What follows belongs to an exercise in optimizing a design on an open flow for small area, a short achievable clock period and few clock cycles; a production flow would make more cautious choices.
At most, simulation tests tie the RTL to the original design; equivalence was not proved.
The RTL of runs 2 and 3 was laid out without a check of its function.
Power and IR drop assume default switching activity.

===== flow/config.mk =====
export PLATFORM = sky130hd
export DESIGN_NAME = block_render_top
export DESIGN_NICKNAME = block_render_top
export VERILOG_FILES = /design/flow/design.v
export SDC_FILE = /design/flow/constraint.sdc
export NUM_CORES = 4
export LEC_CHECK = 0
export CAP_MARGIN = 20
export CORE_MARGIN = 2
export CORE_UTILIZATION = 65
export CTS_CLUSTER_DIAMETER = 120
export CTS_CLUSTER_SIZE = 25
export SETUP_SLACK_MARGIN = 5
export SLEW_MARGIN = 20

===== flow/constraint.sdc =====
create_clock -name core_clock -period 8.0 [get_ports {sysclk}]
set_input_delay 1.6000 -clock core_clock [delete_from_list [all_inputs] [get_ports {sysclk}]]
set_output_delay 1.6000 -clock core_clock [all_outputs]
set_load 0.01 [all_outputs]

===== flow/design.v =====
`timescale 1ns/1ns
`default_nettype none
module board_store (
    input  logic             sysclk,
    input  logic             clear,      
    input  logic             wr_go,      
    input  logic [4:0]       wr_row,     
    input  logic [3:0]       wr_col,
    input  logic [2:0]       wr_dat,
    output logic [3:0][29:0] tap,        
    output logic [3:0][29:0] nxt         
);
    logic [29:0] ring [4][5];
    always_comb begin
        for (int j = 0; j < 4; j++) begin
            for (int c = 0; c < 10; c++) begin
                if (clear) begin
                    tap[j][c*3 +: 3] = 3'd0;
                end else if (wr_go && wr_row[1:0] == 2'(j) && wr_col == 4'(c)) begin
                    tap[j][c*3 +: 3] = wr_dat;
                end else begin
                    tap[j][c*3 +: 3] = ring[j][4][c*3 +: 3];
                end
            end
        end
    end
    always_comb begin
        for (int j = 0; j < 4; j++) nxt[j] = ring[j][3];
    end
    always_ff @(posedge sysclk) begin
        for (int j = 0; j < 4; j++) begin
            ring[j][0] <= tap[j];
            for (int i = 1; i < 5; i++) ring[j][i] <= ring[j][i-1];
        end
    end
endmodule
`default_nettype wire
`timescale 1ns/1ns
`default_nettype none
module block_render_top (
    input  logic        sysclk,
    input  logic        reset,
    input  logic        wb_cyc,
    input  logic        wb_stb,
    input  logic        wb_we,
    input  logic [7:0]  wb_adr,
    input  logic [7:0]  wb_dat_w,
    input  logic        scan_start,
    input  logic        vtx_ready,
    output logic [7:0]  wb_dat_r,
    output logic        wb_ack,
    output logic        scan_busy,
    output logic        scan_done,
    output logic        vtx_valid,
    output logic [10:0] vtx_x,
    output logic [10:0] vtx_y,
    output logic [5:0]  vtx_z,
    output logic [2:0]  vtx_color,
    output logic [3:0]  vtx_faces,
    output logic        vtx_last
);
    logic [2:0]       ph;         
    logic [2:0]       phn;        
    logic [2:0]       clr_cnt;    
    logic             clearing;
    logic             clearing_d;
    logic             wr_go;      
    logic             wr_go_d;
    logic [4:0]       wrow;       
    logic [4:0]       wrow_d;
    logic [3:0]       wcol;
    logic [2:0]       wdat;
    logic             wpend;
    logic             wpend_d;
    logic             wload;      
    logic [3:0][29:0] tap;
    logic [4:0]       a_row;
    logic [3:0]       a_col;
    logic             a_ok;
    assign phn        = (ph == 3'd4) ? 3'd0 : ph + 3'd1;
    assign clearing_d = reset || (clr_cnt > 3'd1);
    assign wpend_d    = !reset && ((wload && a_ok) || (wpend && !wr_go));
    assign wrow_d     = wload ? a_row : wrow;
    assign wr_go_d    = wpend_d && !clearing_d && (phn == wrow_d[4:2]);
    always_ff @(posedge sysclk) begin
        if (reset) begin
            ph      <= 3'd0;
            clr_cnt <= 3'd5;
        end else begin
            ph      <= phn;
            clr_cnt <= (clr_cnt != 3'd0) ? clr_cnt - 3'd1 : 3'd0;
        end
        clearing <= clearing_d;
        wpend    <= wpend_d;
        wr_go    <= wr_go_d;
    end
    board_store u_board_store (
        .sysclk (sysclk),
        .clear  (clearing),
        .wr_go  (wr_go),
        .wr_row (wrow),
        .wr_col (wcol),
        .wr_dat (wdat),
        .tap    (tap),
        .nxt    (nxt)
    );
    logic [3:0][9:0]  tocc;       
    logic [3:0][29:0] nxt;        
    logic [3:0]       tany;       
    always_comb begin
        for (int j = 0; j < 4; j++) begin
            for (int c = 0; c < 10; c++) tocc[j][c] = |tap[j][c*3 +: 3];
        end
    end
    always_ff @(posedge sysclk) begin
        for (int j = 0; j < 4; j++) tany[j] <= (|nxt[j]) || wpend || wload;
    end
    logic [7:0] areg;        
    logic [2:0] dreg;        
    logic       rdp;         
    logic       rd2;         
    logic       rdv;         
    logic [4:0] q_row;       
    logic [3:0] q_col;
    logic       q_ok;
    logic       new_req;
    logic       wfree;
    logic       rd_go;
    assign wfree   = !wpend || wr_go || wr_go_d;
    assign new_req = wb_cyc && wb_stb && !wb_ack && !rdp && !rdv && !rd2 && !clearing;
    always_comb begin
        logic [4:0] rh;
        logic [3:0] d;
        logic [4:0] s;
        case (areg[7:4])
            4'd0:    begin rh = 5'd0;  d = 4'd0; end
            4'd1:    begin rh = 5'd1;  d = 4'd6; end
            4'd2:    begin rh = 5'd3;  d = 4'd2; end
            4'd3:    begin rh = 5'd4;  d = 4'd8; end
            4'd4:    begin rh = 5'd6;  d = 4'd4; end
            4'd5:    begin rh = 5'd8;  d = 4'd0; end
            4'd6:    begin rh = 5'd9;  d = 4'd6; end
            4'd7:    begin rh = 5'd11; d = 4'd2; end
            4'd8:    begin rh = 5'd12; d = 4'd8; end
            4'd9:    begin rh = 5'd14; d = 4'd4; end
            4'd10:   begin rh = 5'd16; d = 4'd0; end
            4'd11:   begin rh = 5'd17; d = 4'd6; end
            4'd12:   begin rh = 5'd19; d = 4'd2; end
            default: begin rh = 5'd19; d = 4'd0; end
        endcase
        s = 5'(areg[3:0]) + 5'(d);
        if (s >= 5'd20) begin
            a_row = rh + 5'd2;
            a_col = 4'(s - 5'd20);
        end else if (s >= 5'd10) begin
            a_row = rh + 5'd1;
            a_col = 4'(s - 5'd10);
        end else begin
            a_row = rh;
            a_col = 4'(s);
        end
        a_ok = (areg < 8'd200);
    end
    assign rd_go = rdv && (!q_ok || ph == q_row[4:2]);
    always_ff @(posedge sysclk) begin
        areg  <= wb_adr;
        dreg  <= wb_dat_w[2:0];
        q_row <= a_row;
        q_col <= a_col;
        q_ok  <= a_ok;
        if (reset) begin
            wb_ack <= 1'b0;
            wload  <= 1'b0;
            rdp    <= 1'b0;
            rdv    <= 1'b0;
            rd2    <= 1'b0;
        end else begin
            wb_ack <= (new_req && wb_we && wfree) || rd2;
            wload  <= new_req && wb_we && wfree;
            rdp    <= new_req && !wb_we;
            if (rdp)        rdv <= 1'b1;
            else if (rd_go) rdv <= 1'b0;
            rd2    <= rd_go;
        end
    end
    always_ff @(posedge sysclk) begin
        if (wload) begin
            wrow <= a_row;
            wcol <= a_col;
            wdat <= dreg;
        end
    end
    localparam logic [1:0] S_SEEK = 2'd0, S_NOCC = 2'd1, S_PICK = 2'd2;
    logic [1:0]  st;
    logic [4:0]  srow;       
    logic [29:0] cur;        
    logic [9:0]  cocc;
    logic [9:0]  pocc;       
    logic [9:0]  nocc;       
    logic [9:0]  rem;        
    logic [9:0]  pick;
    logic        have;
    logic        at_band;
    logic [3:0]  cand;
    logic [3:0]  jsel;       
    logic        found;
    logic        do_pick;
    logic        emit_free;
    logic        take;
    logic [29:0] tsel;
    logic [9:0]  tsel_occ;
    always_comb begin
        for (int c = 0; c < 10; c++) tsel_occ[c] = |tsel[c*3 +: 3];
    end
    logic [9:0]  tsel_below;
    always_comb begin
        for (int c = 0; c < 10; c++) cocc[c] = |cur[c*3 +: 3];
    end
    assign have    = |rem;
    assign at_band = (ph == srow[4:2]);
    always_comb begin
        logic seen;
        for (int j = 0; j < 4; j++) cand[j] = tany[j] && (2'(j) >= srow[1:0]);
        seen = 1'b0;
        for (int j = 0; j < 4; j++) begin
            jsel[j] = cand[j] && !seen;
            seen    = seen || cand[j];
        end
        found = seen;
        if (!scan_busy) begin
            for (int j = 0; j < 4; j++) jsel[j] = (q_row[1:0] == 2'(j));
        end
        tsel       = '0;
        tsel_below = '0;
        for (int j = 0; j < 4; j++) begin
            tsel     = tsel | (tap[j] & {30{jsel[j]}});
            if (j < 3) tsel_below = tsel_below | (tocc[(j < 3) ? j + 1 : 0] & {10{jsel[j]}});
        end
    end
    always_comb begin
        logic seen;
        seen = 1'b0;
        for (int c = 0; c < 10; c++) begin
            pick[c] = rem[c] && !seen;
            seen    = seen || rem[c];
        end
    end
    always_ff @(posedge sysclk) begin
        if (reset) begin
            scan_busy <= 1'b0;
            scan_done <= 1'b0;
            st        <= S_SEEK;
        end else begin
            scan_done <= 1'b0;
            if (!scan_busy) begin
                if (scan_start) begin
                    scan_busy <= 1'b1;
                    st        <= S_SEEK;
                end
            end else begin
                case (st)
                    S_SEEK: begin
                        if (at_band) begin
                            if (found) begin
                                st <= (jsel[3] && srow[4:2] != 3'd4) ? S_NOCC : S_PICK;
                            end else if (srow[4:2] == 3'd4) begin
                                scan_busy <= 1'b0;
                                scan_done <= 1'b1;
                            end
                        end
                    end
                    S_NOCC: st <= S_PICK;
                    default: begin
                        if (!have) begin
                            if (srow == 5'd19) begin
                                scan_busy <= 1'b0;
                                scan_done <= 1'b1;
                            end
                            st <= S_SEEK;
                        end
                    end
                endcase
            end
        end
    end
    always_ff @(posedge sysclk) begin
        if (!scan_busy) begin
            if (scan_start) begin
                srow <= 5'd0;
                pocc <= '0;
            end
            if (rd_go) begin
                cur <= tsel;
                rem <= q_ok ? 10'(1 << q_col) : 10'd0;
            end
        end else begin
            case (st)
                S_SEEK: begin
                    if (at_band) begin
                        if (found) begin
                            srow <= {srow[4:2], jsel[3] ? 2'd3 : jsel[2] ? 2'd2 : jsel[1] ? 2'd1 : 2'd0};
                            cur  <= tsel;
                            rem  <= tsel_occ;
                            nocc <= tsel_below;
                            if (!jsel[srow[1:0]]) pocc <= '0;
                        end else begin
                            srow <= {srow[4:2] + 3'd1, 2'd0};
                            pocc <= '0;
                        end
                    end
                end
                S_NOCC: nocc <= tocc[0];
                default: begin
                    if (!have) begin
                        srow <= srow + 5'd1;
                        pocc <= cocc;
                    end else if (do_pick) begin
                        rem <= rem & ~pick;
                    end
                end
            endcase
        end
    end
    logic [2:0] p_color;
    logic [3:0] p_faces;
    logic [5:0] p_x;
    logic [6:0] p_y;
    always_comb begin
        p_color = '0;
        p_faces = '0;
        p_x     = '0;
        for (int c = 0; c < 10; c++) begin
            logic [3:0] f;
            f[3] = !pocc[c];
            f[2] = !nocc[c];
            f[1] = (c == 0) ? 1'b1 : !cocc[(c == 0) ? 0 : c - 1];
            f[0] = (c == 9) ? 1'b1 : !cocc[(c == 9) ? 9 : c + 1];
            p_color = p_color | (cur[c*3 +: 3] & {3{pick[c]}});
            p_faces = p_faces | (f & {4{pick[c]}});
            p_x     = p_x | (6'(25 + 3 * c) & {6{pick[c]}});
        end
        p_y = 7'(12 + 3 * srow);
    end
    logic [5:0] ox;
    logic [6:0] oy;
    logic [2:0] ok;
    logic [2:0] ocolor;
    logic [3:0] ofaces;
    logic       olast;
    logic       ovalid;
    assign take      = ovalid && vtx_ready;
    assign emit_free = !ovalid || (olast && vtx_ready);
    assign do_pick   = scan_busy && (st == S_PICK) && have && emit_free;
    always_ff @(posedge sysclk) begin
        if (reset) begin
            ovalid <= 1'b0;
        end else if (do_pick) begin
            ovalid <= 1'b1;
        end else if (take && olast) begin
            ovalid <= 1'b0;
        end
    end
    always_ff @(posedge sysclk) begin
        if (do_pick) begin
            ox     <= p_x;
            oy     <= p_y;
            ok     <= 3'd0;
            olast  <= 1'b0;
            ocolor <= p_color;
            ofaces <= p_faces;
        end else if (rd2) begin
            ocolor <= p_color;
        end else if (take) begin
            ok    <= ok + 3'd1;
            olast <= (ok == 3'd6);
            ox    <= ok[0] ? ox - 6'd3 : ox + 6'd3;
            if (ok[0]) oy <= ok[1] ? oy - 7'd3 : oy + 7'd3;
        end
    end
    assign wb_dat_r  = {5'd0, ocolor};
    assign vtx_valid = ovalid;
    assign vtx_x     = {2'b00, ox, 3'b000};
    assign vtx_y     = {1'b0, oy, 3'b100};
    assign vtx_z     = {1'b0, ok[2], ok[2], 3'b000};
    assign vtx_color = ocolor;
    assign vtx_faces = ofaces;
    assign vtx_last  = olast;
endmodule
`default_nettype wire

===== flow/run.sh =====
#!/bin/bash
# synth_recipe.tcl (not shown) runs the flow's synth.tcl, then flattens the netlist and writes it again
# the make line also repeats each setting of config.mk as NAME=value (left out here)
make -C /OpenROAD-flow-scripts/flow DESIGN_CONFIG=/design/flow/config.mk WORK_HOME=/design/flow/orfs CLKGATE_MAP_FILE= SYNTH_SCRIPT=/design/flow/synth_recipe.tcl finish

==> flow_summary.yaml, run 1 <==
power_and_ir_drop:
  pwr-share-seq: 0.617
  p_leak_nw: 9.60
  p_int_mw: 4.89
  pwr-share-comb: 0.070
  swShare: 0.227
  p_per_area_mw_per_mm2: 245
  p_clk_frac: 0.313
  peakVddDrop_mv: 0.232
  p_sw_mw: 1.43
clock_network:
  cts_buffers: 36
  h-tree-depth: 2
  insertion_delay_ns: 0.57
  max-clock-path-buffers: 3
  tritoncts: "done"
  path_clk_slew_ns: 0.10
  clockRootBuffer: "clkbuf_16"
  cts.sinks: 753
worst_setup_path:
  slowest_stage: "or4_4"
  startpoint_type: "input pin"
  end_kind: "register"
  worstPathCellList: "clkdlybuf4s50_1 > a21boi_1 > or4_4 > buf_12 > nor4_1 > a21oi_1"
  critical_path_required_ns: 8.31
  worst-setup-path-type: "in -> reg"
  cp_data_arrival_time_ns: 3.36
  cp_max_fo: 11
  path_delay_family: "simple AND/OR/NAND/NOR gates"
  crit_buf_inv: 2
  max_stage_delay_ns: 0.59
timing:
  fin_setup_tns_ns: 0
  final_max_slew_viol_count: 0
  fmax_ghz: 0.328
  finalSetupViolCount: 0
  layout_min_cycle_time_ns: 3.05
  skew_ns: 0.0223
  post-route-period-util: 0.382
  grt_setup_unrepaired: "true"
  slew_headroom: 0.338
  hold_violations: 0
  tightest_slew_ns: 0.990
global_routing:
  grt_pass1_vias: 13700
  antenna_found_initial: 0
  grt_pass1_wl_mm: 78.3
  grt_overflow: 0
  grt_max_degree: 77
  grt_usage: 0.281
yosys:
  synth_ff_type: "dfxtp_1"
  synth-simple-area-share: 0.130
  synth_compound_area_frac: 0.0992
  synth_xor_area_frac: 0.0110
  synth.mux.area_fraction: 0.00838
  yosys.area.top_type: "dfxtp_1"
  synthAdderAreaFrac: 0.0262
  yosys_warnings: 3
  synth_edf_count: 94
  synth_top_family_by_area: "simple AND/OR/NAND/NOR gates"
  synthCells: 1975
  ys_seq_area_frac: 0.692
  yosysMostFrequentCell: "dfxtp_1"
  syn_area_mm2: 0.0232
  synthTopCellsByCount: "dfxtp_1, nand2_1, a21oi_1"
  yosysTopAreaCellShare: 0.570
  synth_area_leaders: "dfxtp_1, edfxtp_1, nand2_1"
  synth-async-reset-ratio: 0
  syn_area_per_cell_um2: 11.7
  synthDistinctLibCells: 78
  ys_seq_elements: 753
floorplanning:
  die-area_mm2: 0.0371
  die_h_um: 193
  initial_core_util: 0.656
  num_rows: 69
  core_area_mm2: 0.0353
  ios: 71
  die_w_um: 193
final_layout:
  fin_util: 0.731
  antenna_cells: 0
  fill_cells: 2462
  drive_gt1_frac: 0.102
  syn2layout_area_growth_pct: 11.5
  fin_nets: 2115
route:
  vias: 14900
  routed_wirelength_mm: 52.9
  drc: 0
  drt-wirelength-per-cell_um: 21.0
  vias_per_cell: 5.92
  firstDrtPassIters: 7
  postRouteAntennaNets: 0
  initialDrtViolationCount: 1382
placement:
  dpl.hpwl_mm: 33.7
  gp_congestion: 0.855
  io_buffers: 47
worst_hold_path:
  hp-class: "reg -> reg"
outcome:
  status: "no timing/DRC/antenna violations"
flow_run:
  maxCapViolations: 0
==> cell type report <==
| class | count | area, um2 | area share |
|---|---|---|---|
| Sequential cell | 753 | 16000 | 0.621 |
| Clock buffer | 48 | 967 | 0.0375 |
| Tap cell | 461 | 577 | 0.0223 |
| Timing Repair Buffer | 140 | 1250 | 0.0484 |
| Multi-Input combinational cell | 1075 | 6800 | 0.263 |
| Timing Repair inverter | 2 | 12.5 | 0.000485 |
| Inverter | 38 | 149 | 0.00577 |
| Clock inverter | 3 | 47.5 | 0.00184 |
==> kinds of logic after synthesis <==
| logic type | count (synthesis) |
|---|---|
| AOI/OAI and AO/OA | 351 |
| xor gates and xnor gates | 29 |
| adders and majority gates | 46 |
| buffers and inverters | 164 |
| DFF | 753 |
| muxes | 18 |
| other | 2 |
| and+or+nand+nor | 612 |
==> timing repair <==
item	CTS	global route
setup buffers	46	23
setup endpoints to repair	113	37
cloned	2	4
pin swaps	8	24
resized for setup	68	44
hold buffers	0	0
==> state kept, by name (all words and copies together) (netlist names), 2 cells and up, named ones only <==
name and count:
ph 3, q_row 5, ok 3, wcol 4, areg 8, st 2
cur 30, u_board_store.ring 600, q_col 4, wdat 3, tany 4, ocolor 3
ox 6, srow 5, pocc 10, clr_cnt 3, ofaces 4, dreg 3
nocc 10, oy 7, rem 10, wrow 5
==> layer usage <==
metal	wire length, um	GRT usage	part of all wire	up-vias
met5	0	0	0	-
met4	1620	0.0989	0.031	0
met3	3620	0.0369	0.068	111
met2	24200	0.444	0.46	628
met1	23500	0.400	0.44	7161
li1	-	-	-	7008
==> cells in the final DEF, fill, tap and decap left out, drive strengths merged, types with 18 or more instances in the layout <==
master / synthesis / routed
edfxtp: 94 / 94
a21oi: 156 / 156
xnor2: 22 / 22
o21ai: 30 / 31
nor3: 40 / 40
nand2: 227 / 227
a22oi: 22 / 22
dlygate4sd2: 0 / 29
clkbuf: 59 / 49
nand3: 131 / 131
buf: 67 / 90
nor2: 76 / 76
nor4: 52 / 52
ha: 42 / 42
conb: 2 / 18
inv: 38 / 39
dfxtp: 659 / 659
nor2b: 20 / 20
==> power groups by stage <==
stage          combinational (mW)  sequential [mW]  clock (mW)
2_1_floorplan               0.282             3.98           0
3_3_place_gp                0.373             3.99           0
3_5_place_dp                0.385             3.99           0
4_1_cts                     0.410             3.90        2.01
5_1_grt                     0.475             3.91        2.14
6_report                    0.440             3.91        1.98
==> metrics by stage <==
| step | power (mW) | cells | cell area, um2 | worst slack (ns) | hold WS [ns] |
|---|---|---|---|---|---|
| after floorplan | 4.26 | 1991 | 23200 | 5.00 | 0.310 |
| after global placement | 4.36 | 2393 | 23800 | 3.59 | 0.309 |
| after detailed placement | 4.38 | 2393 | 23800 | 3.49 | 0.312 |
| after CTS | 6.32 | 2492 | 25400 | 5.00 | 0.328 |
| after global routing | 6.53 | 2520 | 25800 | 4.86 | 0.331 |
| final | 6.33 | 2520 | 25800 | 4.95 | 0.323 |
==> path summary, 6_finish.rpt <==
| check | slack, ns | from | cells after the start | endpoint |
|---|---|---|---|---|
| worst min register to register | 0.32 | u_board_store.ring[5][4]$_DFF_P_ | 0 | u_board_store.ring[6][4]$_DFF_P_ |
| worst min-delay path | 0.32 | u_board_store.ring[5][4]$_DFF_P_ | 0 | u_board_store.ring[6][4]$_DFF_P_ |
| worst max register to register | 4.96 | register | 15 | wr_go$_DFF_P_ |
| worst max-delay path | 4.95 | vtx_ready | 6 | ox[0]$_DFFE_PP_ |
Testbench counts, summed over its fixed seeds: cycles 141,944.
==> inputs of run 2 (changes only) <==
--- a/flow/design.v
+++ b/flow/design.v
@@ -63,4 +63,3 @@
     logic [2:0]       phn;        
-    logic [2:0]       clr_cnt;    
-    logic             clearing;
+    logic             clearing;   
     logic             clearing_d;
@@ -80,3 +79,3 @@
     assign phn        = (ph == 3'd4) ? 3'd0 : ph + 3'd1;
-    assign clearing_d = reset || (clr_cnt > 3'd1);
+    assign clearing_d = reset || (clearing && ph != 3'd4);
     assign wpend_d    = !reset && ((wload && a_ok) || (wpend && !wr_go));
@@ -85,9 +84,3 @@
     always_ff @(posedge sysclk) begin
-        if (reset) begin
-            ph      <= 3'd0;
-            clr_cnt <= 3'd5;
-        end else begin
-            ph      <= phn;
-            clr_cnt <= (clr_cnt != 3'd0) ? clr_cnt - 3'd1 : 3'd0;
-        end
+        ph       <= reset ? 3'd0 : phn;
         clearing <= clearing_d;
@@ -118,3 +111,2 @@
     logic [7:0] areg;        
-    logic [2:0] dreg;        
     logic       rdp;         
@@ -122,5 +114,2 @@
     logic       rdv;         
-    logic [4:0] q_row;       
-    logic [3:0] q_col;
-    logic       q_ok;
     logic       new_req;
@@ -163,9 +152,5 @@
     end
-    assign rd_go = rdv && (!q_ok || ph == q_row[4:2]);
+    assign rd_go = (rdp && !a_ok) || (rdv && ph == wrow[4:2]);
     always_ff @(posedge sysclk) begin
         areg  <= wb_adr;
-        dreg  <= wb_dat_w[2:0];
-        q_row <= a_row;
-        q_col <= a_col;
-        q_ok  <= a_ok;
         if (reset) begin
@@ -179,5 +164,5 @@
             wload  <= new_req && wb_we && wfree;
-            rdp    <= new_req && !wb_we;
-            if (rdp)        rdv <= 1'b1;
-            else if (rd_go) rdv <= 1'b0;
+            rdp    <= new_req && !wb_we && wfree;
+            if (rdp && a_ok) rdv <= 1'b1;
+            else if (rd_go)  rdv <= 1'b0;
             rd2    <= rd_go;
@@ -186,7 +171,7 @@
     always_ff @(posedge sysclk) begin
-        if (wload) begin
+        if (wload || rdp) begin
             wrow <= a_row;
             wcol <= a_col;
-            wdat <= dreg;
         end
+        if (wload) wdat <= wb_dat_w[2:0];
     end
@@ -230,3 +215,3 @@
         if (!scan_busy) begin
-            for (int j = 0; j < 4; j++) jsel[j] = (q_row[1:0] == 2'(j));
+            for (int j = 0; j < 4; j++) jsel[j] = (wrow[1:0] == 2'(j));
         end
@@ -293,3 +278,3 @@
                 cur <= tsel;
-                rem <= q_ok ? 10'(1 << q_col) : 10'd0;
+                rem <= rdv ? 10'(1 << wcol) : 10'd0;
             end
==> flow_summary.yaml, run 2 <==
placement:
  gp_congestion: 0.890
  dpl.hpwl_mm: 33.1
  io_buffers: 47
  dp.cells: 2376
global_routing:
  grt_pass1_vias: 14500
  antenna_found_initial: 0
  grt_usage: 0.289
  grt_max_degree: 64
  grt_pass1_wl_mm: 79.9
  grt_overflow: 0
final_layout:
  layout_common_cells: "dfxtp_1, nand2_1, a21oi_1, nand3_1, buf_4"
  mostFrequentLayoutCell: "dfxtp_1"
  top_regs: "u_board_store.ring x600, cur x30"
  seq_area_mm2: 0.0157
  antenna_cells: 0
  drive_gt1_frac: 0.134
  stdcell_count: 2549
  multi_input_area_mm2: 0.00677
  fill_cells: 2330
  largest_register_ffs: 600
  regMostFlops: "u_board_store.ring"
  fin_nets: 2148
  syn2layout_area_growth_pct: 14.0
  fin_util: 0.751
route:
  postRouteAntennaNets: 0
  drc: 0
  routed_wirelength_mm: 54.1
  initialDrtViolationCount: 1992
  drt-wirelength-per-cell_um: 21.2
  vias_per_cell: 5.98
  firstDrtPassIters: 9
  vias: 15300
worst_setup_path:
  worst-setup-path-type: "reg -> reg"
  reg2regPathDepth: 9
  critical_path_required_ns: 8.34
  r2r_slack_ns: 4.79
  reg2reg_from: "wcol[3]$_DFFE_PP_"
  cp_max_fo: 7
  end_kind: "register"
  cp_data_arrival_time_ns: 3.55
  startpoint_type: "register"
  worstReg2RegEnd: "rem[4]$_DFFE_PP_"
clock_network:
  tritoncts: "done"
  max-clock-path-buffers: 3
  hold_buffers: 0
  insertion_delay_ns: 0.57
  clockRootBuffer: "clkbuf_16"
  h-tree-depth: 2
  cts.sinks: 737
  path_clk_slew_ns: 0.10
  cts_buffers: 35
timing:
  fmax_ghz: 0.311
  grt_setup_unrepaired: "true"
  skew_ns: 0.0275
  tightest_slew_ns: 1.03
  slew_headroom: 0.310
  finalSetupViolCount: 0
  layout_min_cycle_time_ns: 3.21
  hold_violations: 0
  fin_setup_tns_ns: 0
  post-route-period-util: 0.402
  final_max_slew_viol_count: 0
yosys:
  syn_area_mm2: 0.0228
  yosys.area.top_type: "dfxtp_1"
  syn_area_per_cell_um2: 11.5
  synth_edf_count: 97
  synthTopCellsByCount: "dfxtp_1, nand2_1, a21oi_1"
  yosysTopAreaCellShare: 0.563
  synth_area_leaders: "dfxtp_1, edfxtp_1, nand2_1"
  yosysMostFrequentCell: "dfxtp_1"
  synth-async-reset-ratio: 0
  ys_seq_elements: 737
  synthCells: 1970
  synth_ff_type: "dfxtp_1"
  ys_seq_area_frac: 0.691
  synthDistinctLibCells: 75
  yosys_warnings: 3
flow_run:
  maxCapViolations: 0
floorplanning:
  die_w_um: 191
  ios: 71
  core_area_mm2: 0.0345
  num_rows: 68
  initial_core_util: 0.659
  die_h_um: 191
  die-area_mm2: 0.0365
worst_hold_path:
  min_to: "u_board_store.ring[3][10]$_DFF_P_"
  hold_path_depth: 0
  hp-class: "reg -> reg"
  hold_start: "u_board_store.ring[2][10]$_DFF_P_"
power_and_ir_drop:
  p_per_area_mw_per_mm2: 240
  power.total_mw: 6.23
  peakVddDrop_mv: 0.212
  p_leak_nw: 9.86
outcome:
  status: "no timing/DRC/antenna violations"
-- run 2: cells by family (layout without fill, tap and decap cells) --
logic type,Yosys count,count (layout),synth area share
AO/OA/AOI/OAI,337,337,0.0956
XOR/XNOR,28,28,0.0108
adder cells (fa/ha/maj),43,43,0.0250
buffers and inverters,172,280,0.0340
flip-flops,737,737,0.691
multiplexers,17,17,0.00808
other,2,18,0.000330
AND/OR/NAND/NOR,634,634,0.135
-- run 2: layout make-up --
cell class / count / area share
Clock buffer: 46 / 0.0362
Clock inverter: 3 / 0.00159
Inverter: 39 / 0.00579
Multi-Input combinational cell: 1077 / 0.261
Sequential cell: 737 / 0.607
Tap cell: 455 / 0.0219
Timing Repair Buffer: 191 / 0.0670
Timing Repair inverter: 1 / 0.000289
-- run 2: worst max-delay path by stage --
stage | to | cells past startpoint | start
2_1_floorplan | oy[3]$_DFFE_PP_ | 6 | vtx_ready
3_3_place_gp | ox[1]$_DFFE_PP_ | 5 | vtx_ready
3_5_place_dp | ox[1]$_DFFE_PP_ | 5 | vtx_ready
4_1_cts | rem[7]$_DFFE_PP_ | 9 | wrow[0]$_DFFE_PP_
5_1_grt | rem[4]$_DFFE_PP_ | 9 | wcol[3]$_DFFE_PP_
6_report | rem[4]$_DFFE_PP_ | 9 | wcol[3]$_DFFE_PP_
-- run 2: power breakdown --
group / switching, mW / leakage [nW] / total [mW] / internal (mW)
clock: 1.09 / 0.474 / 1.93 / 0.838
sequential: 0.0431 / 6.10 / 3.84 / 3.80
combinational: 0.256 / 3.29 / 0.461 / 0.205
-- run 2: per-layer routing --
metal / track usage / vias to the layer above / wire [um]
met5: 0 / - / 0
met4: 0.120 / 0 / 2160
met3: 0.0477 / 178 / 4050
met2: 0.472 / 743 / 25300
met1: 0.384 / 7252 / 22700
li1: - / 7077 / -
-- run 2: timing repair --
item	CTS	global route
resized for setup	103	55
setup endpoints to repair	108	40
hold endpoints to repair	0	0
pin swaps	45	56
buffers inserted	67	51
gates cloned	4	2
-- run 2: metrics by stage --
stage                     hold slack (ns)  setup WS, ns  area, um2
after floorplan                     0.310          5.00      22900
after global placement              0.310          3.91      23500
after detailed placement            0.312          3.81      23500
final                               0.320          4.79      25900
after CTS                           0.321          4.83      25300
after global routing                0.328          4.79      25900
-- run 2: critical path, cell delays in order (launching register included) --
cell      delay, ns
edfxtp_1       0.52
nor4b_4        0.59
buf_4          0.23
nand2_4        0.07
nand2_4        0.08
a21oi_4        0.07
a222oi_1       0.47
nand2_1        0.17
or4_4          0.55
a32o_1         0.23
==> inputs of run 3 (changes only) <==
--- a/flow/design.v
+++ b/flow/design.v
@@ -13,12 +13,11 @@
     logic [29:0] ring [4][5];
+    logic [3:0][29:0] ins;
+    logic [3:0][9:0] wsel;
+    logic [2:0]      wd;
     always_comb begin
+        wd = clear ? 3'd0 : wr_dat;
         for (int j = 0; j < 4; j++) begin
             for (int c = 0; c < 10; c++) begin
-                if (clear) begin
-                    tap[j][c*3 +: 3] = 3'd0;
-                end else if (wr_go && wr_row[1:0] == 2'(j) && wr_col == 4'(c)) begin
-                    tap[j][c*3 +: 3] = wr_dat;
-                end else begin
-                    tap[j][c*3 +: 3] = ring[j][4][c*3 +: 3];
-                end
+                wsel[j][c] = clear || (wr_go && wr_row[1:0] == 2'(j) && wr_col == 4'(c));
+                ins[j][c*3 +: 3] = wsel[j][c] ? wd : ring[j][4][c*3 +: 3];
             end
@@ -27,3 +26,6 @@
     always_comb begin
-        for (int j = 0; j < 4; j++) nxt[j] = ring[j][3];
+        for (int j = 0; j < 4; j++) begin
+            tap[j] = ring[j][4];
+            nxt[j] = ring[j][3];
+        end
     end
@@ -31,3 +33,3 @@
         for (int j = 0; j < 4; j++) begin
-            ring[j][0] <= tap[j];
+            ring[j][0] <= ins[j];
             for (int i = 1; i < 5; i++) ring[j][i] <= ring[j][i-1];
@@ -108,3 +110,3 @@
     always_ff @(posedge sysclk) begin
-        for (int j = 0; j < 4; j++) tany[j] <= (|nxt[j]) || wpend || wload;
+        for (int j = 0; j < 4; j++) tany[j] <= |nxt[j];
     end
@@ -204,3 +206,3 @@
     assign have    = |rem;
-    assign at_band = (ph == srow[4:2]);
+    assign at_band = (ph == srow[4:2]) && !wpend && !clearing;
     always_comb begin
==> flow_summary.yaml, run 3 <==
route:
  vias_per_cell: 5.94
  routed_wirelength_mm: 50.1
  drc: 0
  initialDrtViolationCount: 1154
  firstDrtPassIters: 5
  drt-wirelength-per-cell_um: 20.7
  postRouteAntennaNets: 0
  vias: 14400
floorplanning:
  core_area_mm2: 0.0345
  num_rows: 68
  die_w_um: 191
  initial_core_util: 0.657
  die_h_um: 191
  ios: 71
  die-area_mm2: 0.0363
timing:
  hold_violations: 0
  tightest_slew_ns: 1.04
  post-route-period-util: 0.371
  fin_setup_tns_ns: 0
  whs_ns: 0.307
  slew_headroom: 0.302
  skew_ns: 0.0345
  grt_setup_unrepaired: "true"
  fin_ws_ns: 5.03
  fmax_ghz: 0.337
  finalSetupViolCount: 0
  layout_min_cycle_time_ns: 2.97
  final_max_slew_viol_count: 0
final_layout:
  antenna_cells: 0
  regMostFlops: "u_board_store.ring"
  design_area_mm2: 0.0248
  largest_register_ffs: 600
  top_regs: "u_board_store.ring x600, cur x30"
  layout_common_cells: "dfxtp_1, nand2_1, a21oi_1, nand3_1, edfxtp_1"
  syn2layout_area_growth_pct: 9.55
  mostFrequentLayoutCell: "dfxtp_1"
  drive_gt1_frac: 0.0732
  fin_nets: 2023
worst_setup_path:
  max_stage_delay_ns: 0.54
  cp_data_arrival_time_ns: 3.30
  reg2reg_from: "srow[0]$_SDFFCE_PN0P_"
  critical_path_required_ns: 8.33
  critical_path_depth: 9
  worstReg2RegEnd: "rem[4]$_DFFE_PP_"
  worst-setup-path-type: "reg -> reg"
  startpoint_type: "register"
  crit_buf_inv: 1
  endpoint: "rem[4]$_DFFE_PP_"
  cp_max_fo: 40
  crit_start: "srow[0]$_SDFFCE_PN0P_"
  worstPathCellList: "ha_1 > o21a_1 > nand3_2 > o21ai_4 > buf_12 > a22o_1 > a221o_1 > or4_4 > a32o_1"
  end_kind: "register"
  reg2regPathDepth: 9
  path_delay_family: "compound AO/OA/AOI/OAI gates"
  slowest_stage: "or4_4"
  r2r_slack_ns: 5.03
yosys:
  synth_area_leaders: "dfxtp_1, edfxtp_1, a21oi_1"
  syn_area_mm2: 0.0226
  yosysTopAreaCellShare: 0.566
  synthDistinctLibCells: 65
  synthCells: 1926
  yosys.area.top_type: "dfxtp_1"
  yosysMostFrequentCell: "dfxtp_1"
  synth_edf_count: 97
  yosys_warnings: 3
  synth_ff_type: "dfxtp_1"
  synth-async-reset-ratio: 0
  syn_area_per_cell_um2: 11.8
  ys_seq_elements: 737
  synthTopCellsByCount: "dfxtp_1, nand2_1, a21oi_1"
  ys_seq_area_frac: 0.694
clock_network:
  cts_buffers: 35
  cts.sinks: 737
  hold_buffers: 0
  h-tree-depth: 2
  insertion_delay_ns: 0.56
  max-clock-path-buffers: 3
  path_clk_slew_ns: 0.11
  clockRootBuffer: "clkbuf_16"
  tritoncts: "done"
power_and_ir_drop:
  p_leak_nw: 9.16
  p_per_area_mw_per_mm2: 249
  peakVddDrop_mv: 0.267
  power.total_mw: 6.18
global_routing:
  antenna_found_initial: 0
  grt_pass1_vias: 13700
  grt_pass1_wl_mm: 76.1
  grt_max_degree: 76
  grt_usage: 0.273
  grt_overflow: 0
flow_run:
  maxCapViolations: 0
placement:
  dpl.hpwl_mm: 33.3
  io_buffers: 47
  placed_area_mm2: 0.0234
  gp_congestion: 0.859
  dp_slack_ns: 4.12
worst_hold_path:
  hp-class: "reg -> reg"
outcome:
  status: "no timing/DRC/antenna violations"
-- run 3: what timing repair did --
item                                    in CTS  in global routing
pin swaps                                    8                 12
gates resized for setup                     55                 20
gates cloned                                 1                  1
buffers inserted                            19                  6
endpoints found under the setup margin      95                 26
-- run 3: routing by layer --
layer  vias to the layer above  wire length [um]  track usage
met1                      7039             22300        0.385
met5                         -                 0            0
met3                        75              2790       0.0304
li1                       6771                 -            -
met4                         0              1220       0.0769
met2                       496             23800        0.452
-- run 3: kinds of logic after synthesis --
| kind of cell | synth area share |
|---|---|
| AND/OR/NAND/NOR | 0.119 |
| adder cells (fa/ha/maj) | 0.0251 |
| buffers and inverters | 0.0313 |
| multiplexers | 0.00912 |
| other | 0.000332 |
| AO/OA/AOI/OAI | 0.109 |
| XOR/XNOR | 0.0119 |
| flip-flops | 0.694 |
-- run 3: final cells by class --
type / instances / area [um2]
Timing Repair Buffer: 99 / 925
Inverter: 36 / 140
Clock buffer: 46 / 960
Clock inverter: 1 / 16.3
Fill cell: 2479 / 9650
Multi-Input combinational cell: 1048 / 6470
Tap cell: 455 / 569
Sequential cell: 737 / 15700
-- run 3: through the flow --
step / std cells / util
floorplan: 1942 / -
global placement: 2348 / 0.680
detailed placement: 2348 / 0.680
CTS: 2415 / 0.715
global route: 2422 / 0.720
finish: 2422 / 0.720
-- run 3: worst reg2reg max path: stages, from the launching register on --
cell and delay [ns]:
edfxtp_1 0.47, ha_1 0.22, o21a_1 0.21, nand3_2 0.10, o21ai_4 0.08, buf_12 0.17
a22o_1 0.30, a221o_1 0.37, or4_4 0.54, a32o_1 0.27
-- run 3: worst min-delay path by stage --
stage                                      start                           endpoint  slack, ns  depth (start not counted)
2_1_floorplan  u_board_store.ring[10][0]$_DFF_P_  u_board_store.ring[11][0]$_DFF_P_       0.31                          0
3_3_place_gp   u_board_store.ring[0][14]$_DFF_P_  u_board_store.ring[1][14]$_DFF_P_       0.31                          0
3_5_place_dp    u_board_store.ring[5][6]$_DFF_P_   u_board_store.ring[6][6]$_DFF_P_       0.31                          0
4_1_cts        u_board_store.ring[16][4]$_DFF_P_  u_board_store.ring[17][4]$_DFF_P_       0.31                          0
5_1_grt        u_board_store.ring[16][4]$_DFF_P_  u_board_store.ring[17][4]$_DFF_P_       0.32                          0
6_report       u_board_store.ring[16][4]$_DFF_P_  u_board_store.ring[17][4]$_DFF_P_       0.31                          0
-- run 3: where the power goes --
part           leakage, nW  total, mW  switching (mW)  internal, mW
clock network        0.473       1.92            1.07         0.850
registers             6.08       3.83          0.0400          3.79
logic                 2.60      0.427           0.233         0.194
==> inputs of run 4 (changes only) <==
--- a/flow/design.v
+++ b/flow/design.v
@@ -119,3 +119,3 @@
     logic       rd_go;
-    assign wfree   = !wpend || wr_go || wr_go_d;
+    assign wfree   = !wpend || wr_go || (phn == wrow[4:2]);
     assign new_req = wb_cyc && wb_stb && !wb_ack && !rdp && !rdv && !rd2 && !clearing;
--- a/flow/config.mk
+++ b/flow/config.mk
@@ -9,3 +9,3 @@
 export CORE_MARGIN = 2
-export CORE_UTILIZATION = 65
+export CORE_UTILIZATION = 55
 export CTS_CLUSTER_DIAMETER = 120
==> flow_summary.yaml, run 4 <==
floorplanning:
  ios: 71
  core_area_mm2: 0.0407
  initial_core_util: 0.556
  die_h_um: 207
  die_w_um: 207
  die-area_mm2: 0.0428
  num_rows: 74
clock_network:
  h-tree-depth: 2
  insertion_delay_ns: 0.59
  cts_buffers: 35
  hold_buffers: 0
  path_clk_slew_ns: 0.11
  cts.sinks: 737
  tritoncts: "done"
  clockRootBuffer: "clkbuf_16"
  max-clock-path-buffers: 3
placement:
  dpl.hpwl_mm: 34.3
  gp_congestion: 0.891
  io_buffers: 47
  dp.cells: 2452
  dp_slack_ns: 3.50
  placed_area_mm2: 0.0236
yosys:
  synthCells: 1951
  yosys.area.top_type: "dfxtp_1"
  synthTopCellsByCount: "dfxtp_1, nand2_1, a21oi_1"
  synth.mux.area_fraction: 0.00763
  yosysTopAreaCellShare: 0.566
  yosys_warnings: 3
  syn_area_mm2: 0.0226
  syn_area_per_cell_um2: 11.6
  ys_seq_elements: 737
  synthDistinctLibCells: 66
  synth_compound_area_frac: 0.104
  ys_seq_area_frac: 0.695
  synth_xor_area_frac: 0.0124
  synth_ff_type: "dfxtp_1"
  synth-async-reset-ratio: 0
  synth_area_leaders: "dfxtp_1, edfxtp_1, nand2_1"
  synth-simple-area-share: 0.125
  yosysMostFrequentCell: "dfxtp_1"
  synth_edf_count: 97
  synth_top_family_by_area: "simple AND/OR/NAND/NOR gates"
  synthAdderAreaFrac: 0.0251
worst_setup_path:
  worst-setup-path-type: "reg -> reg"
  cp_max_fo: 40
  max_stage_delay_ns: 0.55
  crit_buf_inv: 2
  startpoint_type: "register"
  path_delay_family: "compound AO/OA/AOI/OAI gates"
  slowest_stage: "or4_4"
  reg2reg_from: "srow[0]$_SDFFCE_PN0P_"
  crit_start: "srow[0]$_SDFFCE_PN0P_"
  cp_data_arrival_time_ns: 3.38
  end_kind: "register"
  worstPathCellList: "buf_4 > ha_4 > nor2b_4 > o32ai_4 > buf_12 > a222oi_1 > nand2_1 > or4_4 > a32o_1"
  critical_path_required_ns: 8.35
final_layout:
  regMostFlops: "u_board_store.ring"
  fill_cells: 3352
  fin_util: 0.617
  fin_nets: 2065
  syn2layout_area_growth_pct: 10.9
  drive_gt1_frac: 0.0786
  design_area_mm2: 0.0251
  top_regs: "u_board_store.ring x600, cur x30"
  layout_common_cells: "dfxtp_1, nand2_1, a21oi_1, nand3_1, edfxtp_1"
  antenna_cells: 0
  stdcell_count: 2543
  largest_register_ffs: 600
  mostFrequentLayoutCell: "dfxtp_1"
global_routing:
  grt_max_degree: 74
  grt_usage: 0.248
  antenna_found_initial: 0
  grt_pass1_vias: 13700
  grt_overflow: 0
  grt_pass1_wl_mm: 80.3
power_and_ir_drop:
  p_per_area_mw_per_mm2: 247
  peakVddDrop_mv: 0.185
  p_leak_nw: 9.39
  power.total_mw: 6.21
timing:
  hold_violations: 0
  layout_min_cycle_time_ns: 3.03
  post-route-period-util: 0.379
  tightest_slew_ns: 1.10
  fin_ws_ns: 4.97
  grt_setup_unrepaired: "true"
  skew_ns: 0.0450
  slew_headroom: 0.260
  final_max_slew_viol_count: 0
  fmax_ghz: 0.330
  whs_ns: 0.319
  finalSetupViolCount: 0
  fin_setup_tns_ns: 0
route:
  drt-wirelength-per-cell_um: 20.7
  vias: 14300
  firstDrtPassIters: 6
  drc: 0
  initialDrtViolationCount: 1239
  postRouteAntennaNets: 0
  routed_wirelength_mm: 52.7
  vias_per_cell: 5.62
flow_run:
  maxCapViolations: 0
outcome:
  status: "no timing/DRC/antenna violations"
worst_hold_path:
  hold_start: "u_board_store.ring[11][23]$_DFF_P_"
  hp-class: "reg -> reg"
## run 4: cell count changes after synthesis, sizes merged, moves of 14 or more
cell | before | now
a21oi | 161 | 147
a221o | 31 | 12
a222oi | 0 | 21
a22o | 31 | 9
nand2 | 212 | 263
nor4 | 44 | 30
## run 4: cell families after synthesis
| kind of cell | count (synthesis) |
|---|---|
| AOI/OAI and AO/OA | 355 |
| xor gates and xnor gates | 32 |
| adders and majority gates | 43 |
| buffers and inverters | 158 |
| DFF | 737 |
| muxes | 16 |
| other | 2 |
| and+or+nand+nor | 608 |
## run 4: area by class of cell
type                    instances  area [um2]  area share
flip-flops and latches        737       15700       0.626
multi-input cells            1072        6530       0.260
repair buffers                112        1040      0.0414
clock buffers                  48         967      0.0385
well taps                     532         666      0.0265
inverters                      40         154     0.00613
clock inverters                 1        16.3    0.000648
repair inverters                1        7.51    0.000299
## run 4: repair_timing
| action | 4_1_cts | 5_1_grt |
|---|---|---|
| pin swaps | 8 | 17 |
| setup endpoints to repair | 94 | 32 |
| buffers inserted | 20 | 18 |
| gates cloned | 3 | 1 |
| endpoints found under the hold margin | 0 | 0 |
| resized for setup | 64 | 21 |
## run 4: final timing paths
path / endpoint / slack, ns / cells past startpoint
setup reg to reg: rem[8]$_DFFE_PP_ / 4.97 / 9
hold reg to reg: u_board_store.ring[12][23]$_DFF_P_ / 0.32 / 0
hold / removal: u_board_store.ring[12][23]$_DFF_P_ / 0.32 / 0
setup / recovery: rem[8]$_DFFE_PP_ / 4.97 / 9
## run 4: power breakdown
part,internal [mW],leakage (nW),switching [mW]
logic,0.200,2.82,0.232
clock network,0.855,0.476,1.10
registers,3.79,6.09,0.0353
## run 4: metal layers
layer / global-route usage / wire (um) / vias up
li1: - / - / 6874
met1: 0.353 / 24700 / 6941
met2: 0.400 / 24200 / 395
met3: 0.0327 / 2620 / 72
met4: 0.0707 / 1220 / 0
met5: 0 / 0 / -
Testbench counts of run 4, summed over its fixed seeds: cycles 142,189.
==> inputs of run 5 (changes only) <==
--- a/flow/config.mk
+++ b/flow/config.mk
@@ -9,3 +9,3 @@
 export CORE_MARGIN = 2
-export CORE_UTILIZATION = 55
+export CORE_UTILIZATION = 75
 export CTS_CLUSTER_DIAMETER = 120
==> flow_summary.yaml, run 5 <==
yosys:
  synthCells: 1951
  synth_compound_area_frac: 0.104
  syn_area_per_cell_um2: 11.6
  synthDistinctLibCells: 66
  synth_area_leaders: "dfxtp_1, edfxtp_1, nand2_1"
  yosysMostFrequentCell: "dfxtp_1"
  synth-async-reset-ratio: 0
  synth_top_family_by_area: "simple AND/OR/NAND/NOR gates"
  synth_ff_type: "dfxtp_1"
  syn_area_mm2: 0.0226
  synthAdderAreaFrac: 0.0251
  yosys.area.top_type: "dfxtp_1"
  synth_edf_count: 97
  yosys_warnings: 3
  yosysTopAreaCellShare: 0.566
  ys_seq_elements: 737
  ys_seq_area_frac: 0.695
  synth-simple-area-share: 0.125
  synth.mux.area_fraction: 0.00763
  synth_xor_area_frac: 0.0124
  synthTopCellsByCount: "dfxtp_1, nand2_1, a21oi_1"
timing:
  whs_ns: 0.319
  hold_violations: 0
  final_max_slew_viol_count: 0
  skew_ns: 0.0248
  fin_setup_tns_ns: 0
  layout_min_cycle_time_ns: 3.08
  finalSetupViolCount: 0
  post-route-period-util: 0.385
  tightest_slew_ns: 1.01
  fin_ws_ns: 4.92
  grt_setup_unrepaired: "true"
  slew_headroom: 0.323
  fmax_ghz: 0.324
final_layout:
  stdcell_count: 2394
  largest_register_ffs: 600
  regMostFlops: "u_board_store.ring"
  syn2layout_area_growth_pct: 10.0
  top_regs: "u_board_store.ring x600, cur x30"
  layout_common_cells: "dfxtp_1, nand2_1, a21oi_1, nand3_1, edfxtp_1"
  mostFrequentLayoutCell: "dfxtp_1"
  antenna_cells: 0
  drive_gt1_frac: 0.0753
  fin_nets: 2058
  fill_cells: 1546
  design_area_mm2: 0.0249
  fin_util: 0.838
floorplanning:
  ios: 71
  core_area_mm2: 0.0297
  die_h_um: 178
  die_w_um: 178
  initial_core_util: 0.762
  num_rows: 63
  die-area_mm2: 0.0316
worst_setup_path:
  cp_data_arrival_time_ns: 3.39
  cp_max_fo: 8
  critical_path_required_ns: 8.31
  worstPathCellList: "inv_2 > ha_4 > nor2b_4 > o21a_4 > a32o_4 > buf_12 > a222oi_1 > nand2_1 > or4_4 > a32o_1"
  worst-setup-path-type: "reg -> reg"
  r2r_slack_ns: 4.92
  end_kind: "register"
  max_stage_delay_ns: 0.55
  crit_buf_inv: 2
  path_delay_family: "compound AO/OA/AOI/OAI gates"
  startpoint_type: "register"
  slowest_stage: "or4_4"
clock_network:
  clockRootBuffer: "clkbuf_16"
  path_clk_slew_ns: 0.10
  cts.sinks: 737
  tritoncts: "done"
  h-tree-depth: 2
  insertion_delay_ns: 0.55
  cts_buffers: 35
  max-clock-path-buffers: 3
  hold_buffers: 0
global_routing:
  grt_max_degree: 82
  antenna_found_initial: 1
  grt_pass1_vias: 14800
  grt_pass1_wl_mm: 83.1
  grt_overflow: 0
  grt_usage: 0.348
placement:
  placed_area_mm2: 0.0234
  dp.cells: 2308
  dp_slack_ns: 3.50
  gp_congestion: 0.894
  dpl.hpwl_mm: 33.7
  io_buffers: 47
route:
  initialDrtViolationCount: 1983
  postRouteAntennaNets: 0
  drc: 0
  vias_per_cell: 6.33
  firstDrtPassIters: 6
  vias: 15100
  drt-wirelength-per-cell_um: 22.9
  routed_wirelength_mm: 54.7
flow_run:
  maxCapViolations: 0
power_and_ir_drop:
  peakVddDrop_mv: 0.229
  p_leak_nw: 9.36
  power.total_mw: 6.17
  p_per_area_mw_per_mm2: 248
outcome:
  status: "no timing/DRC/antenna violations"
worst_hold_path:
  hp-class: "reg -> reg"
[run 5: cell count changes in the layout (fill, tap and decap cells not counted), sizes merged]
cell / previous run / this run
clkbuf: 49 / 46
buf: 62 / 54
bufbuf: 2 / 3
a32o: 4 / 5
inv: 39 / 40
clkinv: 1 / 2
[run 5: report_power, final]
group | switching, mW | total, mW | internal, mW
Clock | 1.08 | 1.92 | 0.838
Sequential | 0.0330 | 3.82 | 3.79
Combinational | 0.238 | 0.432 | 0.194
Total | 1.35 | 6.17 | 4.82
[run 5: kinds of logic (layout without fill, tap and decap cells)]
| kind of cell | Yosys count | after routing |
|---|---|---|
| other cells | 2 | 18 |
| buf+inv | 158 | 194 |
| simple gates | 608 | 608 |
| mux | 16 | 16 |
| flops | 737 | 737 |
| xor+xnor | 32 | 32 |
| compound gates | 355 | 356 |
| fa+ha+maj | 43 | 43 |
[run 5: cell type report]
type / count / area, um2 / share of cell area
multi-input cells: 1073 / 6560 / 0.263
flip-flops and latches: 737 / 15700 / 0.632
well taps: 390 / 488 / 0.0196
clock buffers: 46 / 938 / 0.0377
inverters: 40 / 154 / 0.00618
repair inverters: 1 / 7.51 / 0.000301
clock inverters: 3 / 41.3 / 0.00166
repair buffers: 104 / 986 / 0.0396
[run 5: path summary, 6_finish.rpt]
check                                                        from                                 to  cells after the start
worst max-delay path                        srow[1]$_SDFFCE_PN0P_                   rem[8]$_DFFE_PP_                     10
worst min-delay path            u_board_store.ring[11][8]$_DFF_P_  u_board_store.ring[12][8]$_DFF_P_                      0
worst min register to register  u_board_store.ring[11][8]$_DFF_P_  u_board_store.ring[12][8]$_DFF_P_                      0
worst max register to register              srow[1]$_SDFFCE_PN0P_                   rem[8]$_DFFE_PP_                     10
[run 5: layer usage]
| layer | routed length, um | global-route usage | up-vias |
|---|---|---|---|
| met5 | 13 | 0 | - |
| met4 | 2430 | 0.151 | 2 |
| met3 | 4660 | 0.0514 | 156 |
| met2 | 25800 | 0.570 | 846 |
| met1 | 21800 | 0.465 | 7272 |
| li1 | - | - | 6869 |
[run 5: repair_timing]
action,4_1_cts,5_1_grt
cloned,5,0
pin swaps,12,13
buffers inserted,22,10
setup endpoints to repair,93,38
gates resized for setup,71,14
==> inputs of run 6 (changes only) <==
--- a/flow/config.mk
+++ b/flow/config.mk
@@ -9,3 +9,3 @@
 export CORE_MARGIN = 2
-export CORE_UTILIZATION = 75
+export CORE_UTILIZATION = 65
 export CTS_CLUSTER_DIAMETER = 120
==> flow_summary.yaml, run 6 <==
outcome:
  status: "no timing/DRC/antenna violations"
global_routing:
  antenna_found_initial: 0
  grt_pass1_wl_mm: 79.2
  grt_usage: 0.286
  grt_pass1_vias: 14000
  grt_overflow: 0
  grt_max_degree: 86
power_and_ir_drop:
  pwr-share-seq: 0.618
  p_int_mw: 4.83
  p_sw_mw: 1.35
  pwr-share-comb: 0.069
  peakVddDrop_mv: 0.245
  p_leak_nw: 9.31
  p_clk_frac: 0.313
  p_per_area_mw_per_mm2: 248
  swShare: 0.219
yosys:
  synth-async-reset-ratio: 0
  yosys.area.top_type: "dfxtp_1"
  yosysMostFrequentCell: "dfxtp_1"
  synthCells: 1951
  yosysTopAreaCellShare: 0.566
  synth_area_leaders: "dfxtp_1, edfxtp_1, nand2_1"
  synthTopCellsByCount: "dfxtp_1, nand2_1, a21oi_1"
  ys_seq_elements: 737
  synth_edf_count: 97
  yosys_warnings: 3
  synthDistinctLibCells: 66
  syn_area_per_cell_um2: 11.6
  syn_area_mm2: 0.0226
  ys_seq_area_frac: 0.695
  synth_ff_type: "dfxtp_1"
final_layout:
  fin_nets: 2055
  largest_register_ffs: 600
  design_area_mm2: 0.0249
  antenna_cells: 0
  drive_gt1_frac: 0.0745
  regMostFlops: "u_board_store.ring"
  mostFrequentLayoutCell: "dfxtp_1"
  layout_common_cells: "dfxtp_1, nand2_1, a21oi_1, nand3_1, edfxtp_1"
  top_regs: "u_board_store.ring x600, cur x30"
  syn2layout_area_growth_pct: 9.94
timing:
  grt_setup_unrepaired: "true"
  fmax_ghz: 0.330
  hold_violations: 0
  layout_min_cycle_time_ns: 3.03
  tightest_slew_ns: 1.05
  fin_ws_ns: 4.97
  fin_setup_tns_ns: 0
  whs_ns: 0.319
  slew_headroom: 0.296
  skew_ns: 0.0339
  finalSetupViolCount: 0
  final_max_slew_viol_count: 0
  post-route-period-util: 0.379
route:
  vias: 14600
  postRouteAntennaNets: 0
  initialDrtViolationCount: 1316
  routed_wirelength_mm: 51.6
  drc: 0
  drt-wirelength-per-cell_um: 21.0
  vias_per_cell: 5.94
  firstDrtPassIters: 5
placement:
  io_buffers: 47
  dpl.hpwl_mm: 33.8
  placed_area_mm2: 0.0235
  gp_congestion: 0.868
  dp_slack_ns: 3.35
clock_network:
  cts_buffers: 35
  cts.sinks: 737
  tritoncts: "done"
  max-clock-path-buffers: 3
  hold_buffers: 0
  clockRootBuffer: "clkbuf_16"
  path_clk_slew_ns: 0.11
  h-tree-depth: 2
  insertion_delay_ns: 0.57
worst_setup_path:
  slowest_stage: "or4_4"
  end_kind: "register"
  startpoint_type: "register"
  max_stage_delay_ns: 0.54
  crit_buf_inv: 2
  critical_path_required_ns: 8.34
  worstPathCellList: "inv_2 > ha_4 > nor2b_4 > o21a_1 > a32o_2 > buf_12 > a222oi_1 > nand2_1 > or4_4 > a32o_1"
  path_delay_family: "compound AO/OA/AOI/OAI gates"
  cp_data_arrival_time_ns: 3.37
  worst-setup-path-type: "reg -> reg"
  cp_max_fo: 11
floorplanning:
  die_w_um: 191
  initial_core_util: 0.657
  core_area_mm2: 0.0345
  die_h_um: 191
  ios: 71
  die-area_mm2: 0.0363
  num_rows: 68
worst_hold_path:
  hp-class: "reg -> reg"
flow_run:
  maxCapViolations: 0
[run 6: cell counts after synthesis]
No cell type changed its count.
[run 6: repair_timing]
action / CTS / global route
endpoints found under the setup margin: 91 / 29
buffers inserted: 22 / 10
gates cloned: 2 / 0
pin swaps: 13 / 14
gates resized for setup: 62 / 17
[run 6: final cells by class]
| class | instances | area [um2] |
|---|---|---|
| Clock inverter | 1 | 16.3 |
| Fill cell | 2461 | 9570 |
| Tap cell | 455 | 569 |
| Multi-Input combinational cell | 1072 | 6550 |
| Inverter | 40 | 154 |
| Timing Repair inverter | 1 | 7.51 |
| Timing Repair Buffer | 102 | 907 |
| Clock buffer | 46 | 960 |
| Sequential cell | 737 | 15700 |
[run 6: worst paths after layout]
| path | end | slack [ns] | cells past startpoint | from |
|---|---|---|---|---|
| hold reg to reg | u_board_store.ring[11][23]$_DFF_P_ | 0.32 | 0 | u_board_store.ring[10][23]$_DFF_P_ |
| setup / recovery | rem[4]$_DFFE_PP_ | 4.97 | 10 | srow[1]$_SDFFCE_PN0P_ |
| setup reg to reg | rem[4]$_DFFE_PP_ | 4.97 | 10 | srow[1]$_SDFFCE_PN0P_ |
| hold / removal | u_board_store.ring[11][23]$_DFF_P_ | 0.32 | 0 | u_board_store.ring[10][23]$_DFF_P_ |
[run 6: cell families after synthesis]
| group | count (synthesis) | share of synthesized area |
|---|---|---|
| flops | 737 | 0.695 |
| compound gates | 355 | 0.104 |
| xor+xnor | 32 | 0.0124 |
| fa+ha+maj | 43 | 0.0251 |
| other cells | 2 | 0.000332 |
| simple gates | 608 | 0.125 |
| buf+inv | 158 | 0.0311 |
| mux | 16 | 0.00763 |
[run 6: power by group through the flow]
stage                     registers (mW)  clock network (mW)  logic, mW
after global routing                3.83                2.10      0.475
after global placement              3.91                   0      0.372
after floorplan                     3.90                   0      0.297
final                               3.82                1.94      0.424
after CTS                           3.82                1.96      0.410
after detailed placement            3.91                   0      0.387
[run 6: routing by layer]
| metal | track usage | vias up | share of wire |
|---|---|---|---|
| met5 | 0 | - | 0 |
| met4 | 0.0790 | 0 | 0.024 |
| met3 | 0.0340 | 86 | 0.054 |
| met2 | 0.470 | 516 | 0.48 |
| met1 | 0.404 | 7135 | 0.45 |
| li1 | - | 6845 | - |
[run 6: per-stage QoR]
step	power, mW	util	std cells
3_5_place_dp	4.30	0.681	2373
4_1_cts	6.19	0.718	2444
2_1_floorplan	4.20	-	1967
6_report	6.18	0.722	2454
5_1_grt	6.40	0.722	2454
3_3_place_gp	4.28	0.681	2373
==> inputs of run 7 (changes only) <==
--- a/flow/config.mk
+++ b/flow/config.mk
@@ -10,4 +10,4 @@
 export CORE_UTILIZATION = 65
-export CTS_CLUSTER_DIAMETER = 120
-export CTS_CLUSTER_SIZE = 25
+export CTS_CLUSTER_DIAMETER = 100
+export CTS_CLUSTER_SIZE = 28
 export SETUP_SLACK_MARGIN = 5
==> flow_summary.yaml, run 7 <==
worst_setup_path:
  crit_buf_inv: 2
  path_delay_family: "compound AO/OA/AOI/OAI gates"
  worst-setup-path-type: "reg -> reg"
  critical_path_required_ns: 8.39
  cp_max_fo: 11
  max_stage_delay_ns: 0.54
  cp_data_arrival_time_ns: 3.46
  slowest_stage: "or4_4"
  worstPathCellList: "buf_6 > ha_2 > nor2b_4 > o21a_1 > a32o_2 > buf_12 > a222oi_1 > nand2_1 > or4_4 > a32o_1"
  end_kind: "register"
  startpoint_type: "register"
timing:
  finalSetupViolCount: 0
  hold_violations: 0
  tightest_slew_ns: 1.03
  grt_setup_unrepaired: "true"
  skew_ns: 0.0291
  slew_headroom: 0.310
  fin_setup_tns_ns: 0
  layout_min_cycle_time_ns: 3.07
  final_max_slew_viol_count: 0
  post-route-period-util: 0.383
  fmax_ghz: 0.326
  whs_ns: 0.319
final_layout:
  regMostFlops: "u_board_store.ring"
  fin_nets: 2055
  stdcell_count: 2453
  design_area_mm2: 0.0247
  drive_gt1_frac: 0.0726
  fill_cells: 2488
  mostFrequentLayoutCell: "dfxtp_1"
  top_regs: "u_board_store.ring x600, cur x30"
  largest_register_ffs: 600
  multi_input_area_mm2: 0.00652
  seq_area_mm2: 0.0157
  fin_util: 0.718
  layout_common_cells: "dfxtp_1, nand2_1, a21oi_1, nand3_1, edfxtp_1"
  syn2layout_area_growth_pct: 9.26
  antenna_cells: 0
global_routing:
  antenna_found_initial: 0
  grt_pass1_wl_mm: 79.2
  grt_usage: 0.285
  grt_max_degree: 86
  grt_pass1_vias: 14000
  grt_overflow: 0
yosys:
  synthTopCellsByCount: "dfxtp_1, nand2_1, a21oi_1"
  synthCells: 1951
  yosys.area.top_type: "dfxtp_1"
  ys_seq_area_frac: 0.695
  synth-async-reset-ratio: 0
  yosysTopAreaCellShare: 0.566
  syn_area_mm2: 0.0226
  synth_ff_type: "dfxtp_1"
  synthDistinctLibCells: 66
  yosysMostFrequentCell: "dfxtp_1"
  syn_area_per_cell_um2: 11.6
  ys_seq_elements: 737
  synth_edf_count: 97
  yosys_warnings: 3
  synth_area_leaders: "dfxtp_1, edfxtp_1, nand2_1"
flow_run:
  maxCapViolations: 0
floorplanning:
  ios: 71
  num_rows: 68
  die_h_um: 191
  initial_core_util: 0.657
  die-area_mm2: 0.0363
  core_area_mm2: 0.0345
  die_w_um: 191
power_and_ir_drop:
  p_leak_nw: 9.27
  p_per_area_mw_per_mm2: 243
  peakVddDrop_mv: 0.223
clock_network:
  clockRootBuffer: "clkbuf_16"
  insertion_delay_ns: 0.62
  cts_buffers: 30
  hold_buffers: 0
  h-tree-depth: 1
  tritoncts: "done"
  path_clk_slew_ns: 0.11
  max-clock-path-buffers: 3
  cts.sinks: 737
route:
  drt-wirelength-per-cell_um: 21.0
  vias_per_cell: 5.89
  postRouteAntennaNets: 0
  vias: 14500
  routed_wirelength_mm: 51.4
  initialDrtViolationCount: 1369
  drc: 0
  firstDrtPassIters: 7
placement:
  dp.cells: 2373
  gp_congestion: 0.868
  placed_area_mm2: 0.0235
  io_buffers: 47
  dpl.hpwl_mm: 33.8
outcome:
  status: "no timing/DRC/antenna violations"
worst_hold_path:
  hp-class: "reg -> reg"
run 7: worst paths after layout:
path                                      start                                 end  slack [ns]  cells after the start
max                       srow[0]$_SDFFCE_PN0P_                    rem[4]$_DFFE_PP_        4.93                     10
min          u_board_store.ring[15][16]$_DFF_P_  u_board_store.ring[16][16]$_DFF_P_        0.32                      0
max reg2reg               srow[0]$_SDFFCE_PN0P_                    rem[4]$_DFFE_PP_        4.93                     10
min reg2reg  u_board_store.ring[15][16]$_DFF_P_  u_board_store.ring[16][16]$_DFF_P_        0.32                      0
run 7: final cells by class:
| type | instances | area share |
|---|---|---|
| multi-input cells | 1072 | 0.263 |
| flip-flops and latches | 737 | 0.636 |
| well taps | 455 | 0.0230 |
| clock inverters | 2 | 0.000910 |
| inverters | 40 | 0.00622 |
| repair buffers | 107 | 0.0377 |
| clock buffers | 39 | 0.0326 |
| repair inverters | 1 | 0.000303 |
run 7: layer usage:
metal  track usage  vias up  part of all wire
met1         0.401     7005              0.44
met2         0.469      502              0.47
met4        0.0799        0             0.032
met5             0        -                 0
li1              -     6854                 -
met3        0.0329       94             0.057
run 7: power by group:
group          internal [mW]  switching [mW]
clock                  0.714            1.07
combinational          0.188           0.233
sequential              3.79          0.0324
total                   4.69            1.33
run 7: timing repair:
action	CTS	global route
resized for setup	61	12
gates cloned	2	0
pin swaps	9	19
setup buffers	19	18
endpoints found under the setup margin	93	41
run 7: worst reg2reg max path, cell delays in order, from the launching register on:
cell      delay, ns
edfxtp_1       0.44
buf_6          0.13
ha_2           0.18
nor2b_4        0.05
o21a_1         0.19
a32o_2         0.33
buf_12         0.16
a222oi_1       0.38
nand2_1        0.17
or4_4          0.54
a32o_1         0.25
run 7: cell families after synthesis:
family          after synthesis  synth area share
compound gates              355             0.104
fa+ha+maj                    43            0.0251
buf+inv                     158            0.0311
other cells                   2          0.000332
flops                       737             0.695
xor+xnor                     32            0.0124
simple gates                608             0.125
mux                          16           0.00763
run 7: stage by stage:
step	worst slack (ns)	total power [mW]
floorplan	5.03	4.20
global placement	3.49	4.28
detailed placement	3.35	4.30
CTS	4.90	6.03
global route	4.87	6.23
finish	4.93	6.02

## static timing again, ports no longer ideal
Ports are ideal in the flow. The routed layouts listed here were re-timed in OpenROAD. Step 1: set_driving_cell puts a clkbuf_16 on sysclk and a buf_2 on each other input, an assumption about the parent block. Step 2, shift: input delay + t, output delay - t, t = (earliest + latest rising clock arrival at the registers) / 2. This alone moves slack from input paths to output paths. Slacks: no drivers / after step 1 / after step 2; pairs: no drivers / after step 1.
run	t, ns	setup WS [ns]	hold slack, ns	worst slew at a driven data input, ns
run 1	0.611	4.948 / 4.960 / 4.363	0.323 / 0.323 / 0.323	0.04
run 2	0.617	4.786 / 4.786 / 4.459	0.320 / 0.320 / 0.320	0.03
run 3	0.597	5.028 / 4.994 / 4.480	0.307 / 0.307 / 0.307	0.04
run 4	0.620	4.971 / 4.971 / 4.504	0.319 / 0.319 / 0.319	0.06
run 5	0.593	4.916 / 4.916 / 4.542	0.319 / 0.319 / 0.319	0.03
run 6	0.607	4.971 / 4.971 / 4.558	0.319 / 0.319 / 0.319	0.03
run 7	0.661	4.934 / 4.934 / 4.507	0.319 / 0.319 / 0.319	0.03
After both steps setup and hold are still met in every run listed. For run 1, which loses most, drivers alone change the setup slack by +0.012 ns; drivers and shift together by -0.585 ns.
